What follows belongs to an exercise in optimizing a design on an open flow for small area and a short achievable clock period; a production flow would make more cautious choices. Only simulation tests tie the RTL to the original design; equivalence was not proved.

==> module flit_serializer, before the edit <==
module flit_serializer (
    input  wire        clk,
    input  wire        reset,
    input  wire [66:0] flit_in,
    output wire        full,
    output wire [6:0]  serial_out
);
    reg         busy;
    wire        accept;
    reg  [3:0]  count;
    reg  [59:0] shift_q;
    assign accept = flit_in[66] && !busy;
    always @(posedge clk) begin
        if (reset) begin
            busy  <= 1'b0;
            count <= 4'd0;
        end else if (accept) begin
            busy  <= 1'b1;
            count <= 4'd0;
        end else if (busy) begin
            count <= count + 4'd1;
            if (count == 4'd15)
                busy <= 1'b0;
        end
    end
    reg  [3:0]  top_n;
    reg  [1:0]  vc_n;
    always @(posedge clk) begin
        shift_q[59:0] <= (flit_in[59:0] & {60{accept}}) | ({shift_q[55:0], 4'd0} & {60{busy}});
        top_n         <= ~((flit_in[63:60] & {4{accept}}) | (shift_q[59:56] & {4{busy}}));
    end
    always @(posedge clk) begin
        vc_n <= ~((flit_in[65:64] & {2{accept}}) | (~vc_n & {2{busy}}));
    end
    reg         busy_pin;
    always @(posedge clk) begin
        if (reset)
            busy_pin <= 1'b0;
        else
            busy_pin <= accept || (busy_pin && count != 4'd15);
    end
    assign full       = busy;
    assign serial_out = {busy_pin, vc_n, top_n};
endmodule
==> module mesh_router, before the edit <==
module mesh_router #(
    parameter ROUTER_X     = 1,
    parameter ROUTER_Y     = 1,
    parameter BUFFER_DEPTH = 2
) (
    input  wire         clk,
    input  wire         reset,
    input  wire [267:0] in_link,
    output wire [3:0]   in_full,
    output wire [267:0] out_link,
    input  wire [3:0]   out_full
);
    localparam MESH_DIM = 3;
    localparam [3:0] EDGE_IN = {ROUTER_X == 1, ROUTER_Y == 1, ROUTER_X == MESH_DIM, ROUTER_Y == MESH_DIM};
    function automatic [3:0] can_go(input integer i);
        begin
            if (EDGE_IN[i])
                can_go = 4'b1111;
            else if (i == 0 || i == 2)
                can_go = {ROUTER_X == 1, 1'b1, ROUTER_X == MESH_DIM, 1'b1};
            else if (i == 3)
                can_go = 4'b0111;
            else
                can_go = 4'b1101;
        end
    endfunction
    function automatic [3:0] can_come(input integer d);
        integer k;
        begin
            for (k = 0; k < 4; k = k + 1)
                can_come[k] = can_go(k) >> d;
        end
    endfunction
    function automatic [1:0] route(input [2:0] dest_x, input [2:0] dest_y);
        reg [2:0] cx;
        reg [2:0] cy;
        begin
            cx = dest_x;
            cy = dest_y;
            if (cx < 3'd1)
                cx = 3'd1;
            if (cx > MESH_DIM)
                cx = MESH_DIM;
            if (cy < 3'd1)
                cy = 3'd1;
            if (cy > MESH_DIM)
                cy = MESH_DIM;
            if (cx > ROUTER_X)
                route = 2'd1;
            else if (cx < ROUTER_X)
                route = 2'd3;
            else if (cy > ROUTER_Y)
                route = 2'd0;
            else if (cy < ROUTER_Y)
                route = 2'd2;
            else if (dest_x == 3'd0)
                route = 2'd3;
            else if (dest_x == MESH_DIM + 1)
                route = 2'd1;
            else if (dest_y == 3'd0)
                route = 2'd2;
            else
                route = 2'd0;
        end
    endfunction
    wire [65:0] head [0:3];
    wire [3:0]  head_valid;
    wire [3:0]  pop;
    wire [3:0]  ready;
    wire [3:0]  request [0:3];
    wire [3:0]  grant   [0:3];
    genvar i;
    generate
        for (i = 0; i < 4; i = i + 1) begin : g_in
            reg  [65:0] e0;
            reg  [65:0] e1;
            reg  [1:0]  dir;      
            reg         v0;
            reg         v1;
            reg         nv1;      
            wire        push;
            wire [65:0] din = in_link[i*67 +: 66];
            assign in_full[i]    = v1;
            assign push          = in_link[i*67+66] && !v1;
            assign head[i]       = e0;
            assign head_valid[i] = v0;
            always @(posedge clk) begin
                if (reset) begin
                    v0  <= 1'b0;
                    v1  <= 1'b0;
                    nv1 <= 1'b1;
                end else begin
                    v0  <= (v0 && !pop[i]) || v1 || push;
                    v1  <= (v1 && !pop[i]) || (v0 && !pop[i] && push);
                    nv1 <= !((v1 && !pop[i]) || (v0 && !pop[i] && push));
                end
            end
            wire [65:0] e1_next = (e1 & {66{v1}}) | (din & {66{nv1}});
            always @(posedge clk) begin
                if (!v0 || pop[i]) begin
                    e0  <= e1_next;
                    dir <= route(e1_next[63:61], e1_next[60:58]);
                end
            end
            always @(posedge clk) begin
                e1 <= e1_next;
            end
            genvar o;
            for (o = 0; o < 4; o = o + 1) begin : g_req
                assign request[o][i] = v0 && (dir == o) && ((can_go(i) >> o) & 1);
            end
            assign pop[i] = (grant[0][i] && ready[0]) || (grant[1][i] && ready[1]) ||
                            (grant[2][i] && ready[2]) || (grant[3][i] && ready[3]);
        end
    endgenerate
    genvar d;
    generate
        for (d = 0; d < 4; d = d + 1) begin : g_out
            reg  [65:0] pick;
            reg         valid_q;
            reg  [65:0] flit_q;
            integer     k;
            assign ready[d] = !valid_q || !out_full[d];
            port_arbiter #(.MASK(can_come(d))) arb_inst (
                .clk     (clk),
                .reset   (reset),
                .request (request[d]),
                .advance (ready[d]),
                .grant   (grant[d])
            );
            always @(*) begin
                pick = flit_q & {66{!ready[d]}};
                for (k = 0; k < 4; k = k + 1)
                    pick = pick | (head[k] & {66{grant[d][k] && ready[d]}});
            end
            always @(posedge clk) begin
                if (reset)
                    valid_q <= 1'b0;
                else if (ready[d])
                    valid_q <= |grant[d];
            end
            always @(posedge clk) begin
                flit_q <= pick;
            end
            assign out_link[d*67 +: 67] = {valid_q, flit_q};
        end
    endgenerate
endmodule
==> module mesh_edge_side, before the edit <==
module mesh_edge_side (
    input  wire         clk,
    input  wire         reset,
    input  wire [6:0]   serial_in,
    input  wire [1:0]   sel,
    output wire [6:0]   serial_out,
    output wire [200:0] to_mesh,
    input  wire [200:0] from_mesh,
    output wire [2:0]   from_mesh_full
);
    wire [6:0] ser_out [0:2];
    genvar p;
    generate
        for (p = 0; p < 3; p = p + 1) begin : g_port
            wire [6:0] port_in = {serial_in[6] && (sel == p), serial_in[5:0]};
            flit_deserializer deser_inst (
                .clk       (clk),
                .reset     (reset),
                .serial_in (port_in),
                .flit_out  (to_mesh[p*67 +: 67])
            );
            flit_serializer ser_inst (
                .clk        (clk),
                .reset      (reset),
                .flit_in    (from_mesh[p*67 +: 67]),
                .full       (from_mesh_full[p]),
                .serial_out (ser_out[p])
            );
        end
    endgenerate
    wire       s0 = (sel == 2'd0);
    wire       s1 = (sel == 2'd1);
    wire       s2 = (sel == 2'd2);
    wire [5:0] data = ~((ser_out[0][5:0] & {6{s0}}) | (ser_out[1][5:0] & {6{s1}}) |
                        (ser_out[2][5:0] & {6{sel[1]}}));
    wire       vld  = (ser_out[0][6] && s0) || (ser_out[1][6] && s1) || (ser_out[2][6] && s2);
    assign serial_out = {vld, data};
endmodule
make LEC_CHECK=0 CAP_MARGIN=20 CORE_MARGIN=2 CORE_UTILIZATION=60 CTS_CLUSTER_DIAMETER=100 CTS_CLUSTER_SIZE=20 PLACE_DENSITY=0.65 SETUP_SLACK_MARGIN=3.0 SLEW_MARGIN=20 finish   # period 6.0 ns
run.sh (not shown) runs the stock make flow with config.mk's settings and CLKGATE_MAP_FILE= SYNTH_SCRIPT=/design/flow/synth_recipe.tcl, a recipe that flattens the netlist after the stock synthesis.
Then changed:
--- a/flow/design.v
+++ b/flow/design.v
@@ -103,11 +103,12 @@
     output wire [6:0]  serial_out
 );
     reg         busy;
     wire        accept;
     reg  [3:0]  count;
-    reg  [59:0] shift_q;
+    reg  [63:0] shift_q;
+    reg  [1:0]  vc_q;
     assign accept = flit_in[66] && !busy;
     always @(posedge clk) begin
         if (reset) begin
             busy  <= 1'b0;
             count <= 4'd0;
@@ -118,28 +119,18 @@
             count <= count + 4'd1;
             if (count == 4'd15)
                 busy <= 1'b0;
         end
     end
-    reg  [3:0]  top_n;
-    reg  [1:0]  vc_n;
     always @(posedge clk) begin
-        shift_q[59:0] <= (flit_in[59:0] & {60{accept}}) | ({shift_q[55:0], 4'd0} & {60{busy}});
-        top_n         <= ~((flit_in[63:60] & {4{accept}}) | (shift_q[59:56] & {4{busy}}));
+        shift_q <= (flit_in[63:0] & {64{accept}}) | ({shift_q[59:0], 4'd0} & {64{busy}});
     end
     always @(posedge clk) begin
-        vc_n <= ~((flit_in[65:64] & {2{accept}}) | (~vc_n & {2{busy}}));
-    end
-    reg         busy_pin;
-    always @(posedge clk) begin
-        if (reset)
-            busy_pin <= 1'b0;
-        else
-            busy_pin <= accept || (busy_pin && count != 4'd15);
+        vc_q <= (flit_in[65:64] & {2{accept}}) | (vc_q & {2{busy}});
     end
     assign full       = busy;
-    assign serial_out = {busy_pin, vc_n, top_n};
+    assign serial_out = {busy, vc_q, shift_q[63:60]};
 endmodule
 `default_nettype wire
 `default_nettype none
 module mesh_router #(
     parameter ROUTER_X     = 1,
@@ -215,16 +206,16 @@
     genvar i;
     generate
         for (i = 0; i < 4; i = i + 1) begin : g_in
             reg  [65:0] e0;
             reg  [65:0] e1;
-            reg  [1:0]  dir;      
             reg         v0;
             reg         v1;
             reg         nv1;      
             wire        push;
             wire [65:0] din = in_link[i*67 +: 66];
+            wire [1:0]  dir = route(e0[63:61], e0[60:58]);
             assign in_full[i]    = v1;
             assign push          = in_link[i*67+66] && !v1;
             assign head[i]       = e0;
             assign head_valid[i] = v0;
             always @(posedge clk) begin
@@ -238,14 +229,12 @@
                     nv1 <= !((v1 && !pop[i]) || (v0 && !pop[i] && push));
                 end
             end
             wire [65:0] e1_next = (e1 & {66{v1}}) | (din & {66{nv1}});
             always @(posedge clk) begin
-                if (!v0 || pop[i]) begin
-                    e0  <= e1_next;
-                    dir <= route(e1_next[63:61], e1_next[60:58]);
-                end
+                if (!v0 || pop[i])
+                    e0 <= e1_next;
             end
             always @(posedge clk) begin
                 e1 <= e1_next;
             end
             genvar o;
@@ -322,12 +311,12 @@
         end
     endgenerate
     wire       s0 = (sel == 2'd0);
     wire       s1 = (sel == 2'd1);
     wire       s2 = (sel == 2'd2);
-    wire [5:0] data = ~((ser_out[0][5:0] & {6{s0}}) | (ser_out[1][5:0] & {6{s1}}) |
-                        (ser_out[2][5:0] & {6{sel[1]}}));
+    wire [5:0] data = (ser_out[0][5:0] & {6{s0}}) | (ser_out[1][5:0] & {6{s1}}) |
+                      (ser_out[2][5:0] & {6{sel[1]}});
     wire       vld  = (ser_out[0][6] && s0) || (ser_out[1][6] && s1) || (ser_out[2][6] && s2);
     assign serial_out = {vld, data};
 endmodule
 `default_nettype wire
 `default_nettype none
What happened: The new run finished with timing, DRC and antenna clean; final cell count fell by 1.9%; via count fell by 0.59%; register-to-register slack gets better by 0.11 ns; global-route usage rose by 0.40 points; setup slack gets better by 0.053 ns; core utilization rose by 0.48 points; wire length stays flat; die area fell by 1.4%; synthesized cell count fell by 1.9%; first-iteration DRC count rose by 4.4%.

==> afterwards: timing with drivers on the ports <==
The results above use ideal ports. As a check the final layouts listed here were re-extracted and re-timed, cells and wires unchanged. Step 1 sets driving cells, clkbuf_16 on the clock port and buf_2 on the other inputs (assumed; they add their load-dependent delay and slew). Step 2 also shifts input and output timing later by t, the mid clock arrival at the registers, as if the neighbouring blocks saw the same clock. a / b / c = ideal / step 1 / step 2; a / b = the first two.
| run | t (ns) | setup slack, ns | hold WS [ns] |
|---|---|---|---|
| the first run | 1.228 | 2.768 / 2.669 / 2.462 | 0.431 / 0.411 / 0.431 |
| the second run | 1.232 | 2.821 / 2.689 / 2.298 | 0.437 / 0.378 / 0.437 |
After both steps setup and hold are still met in every run listed. For the second run, which loses most, drivers alone change the setup slack by -0.132 ns; drivers and shift together by -0.523 ns.
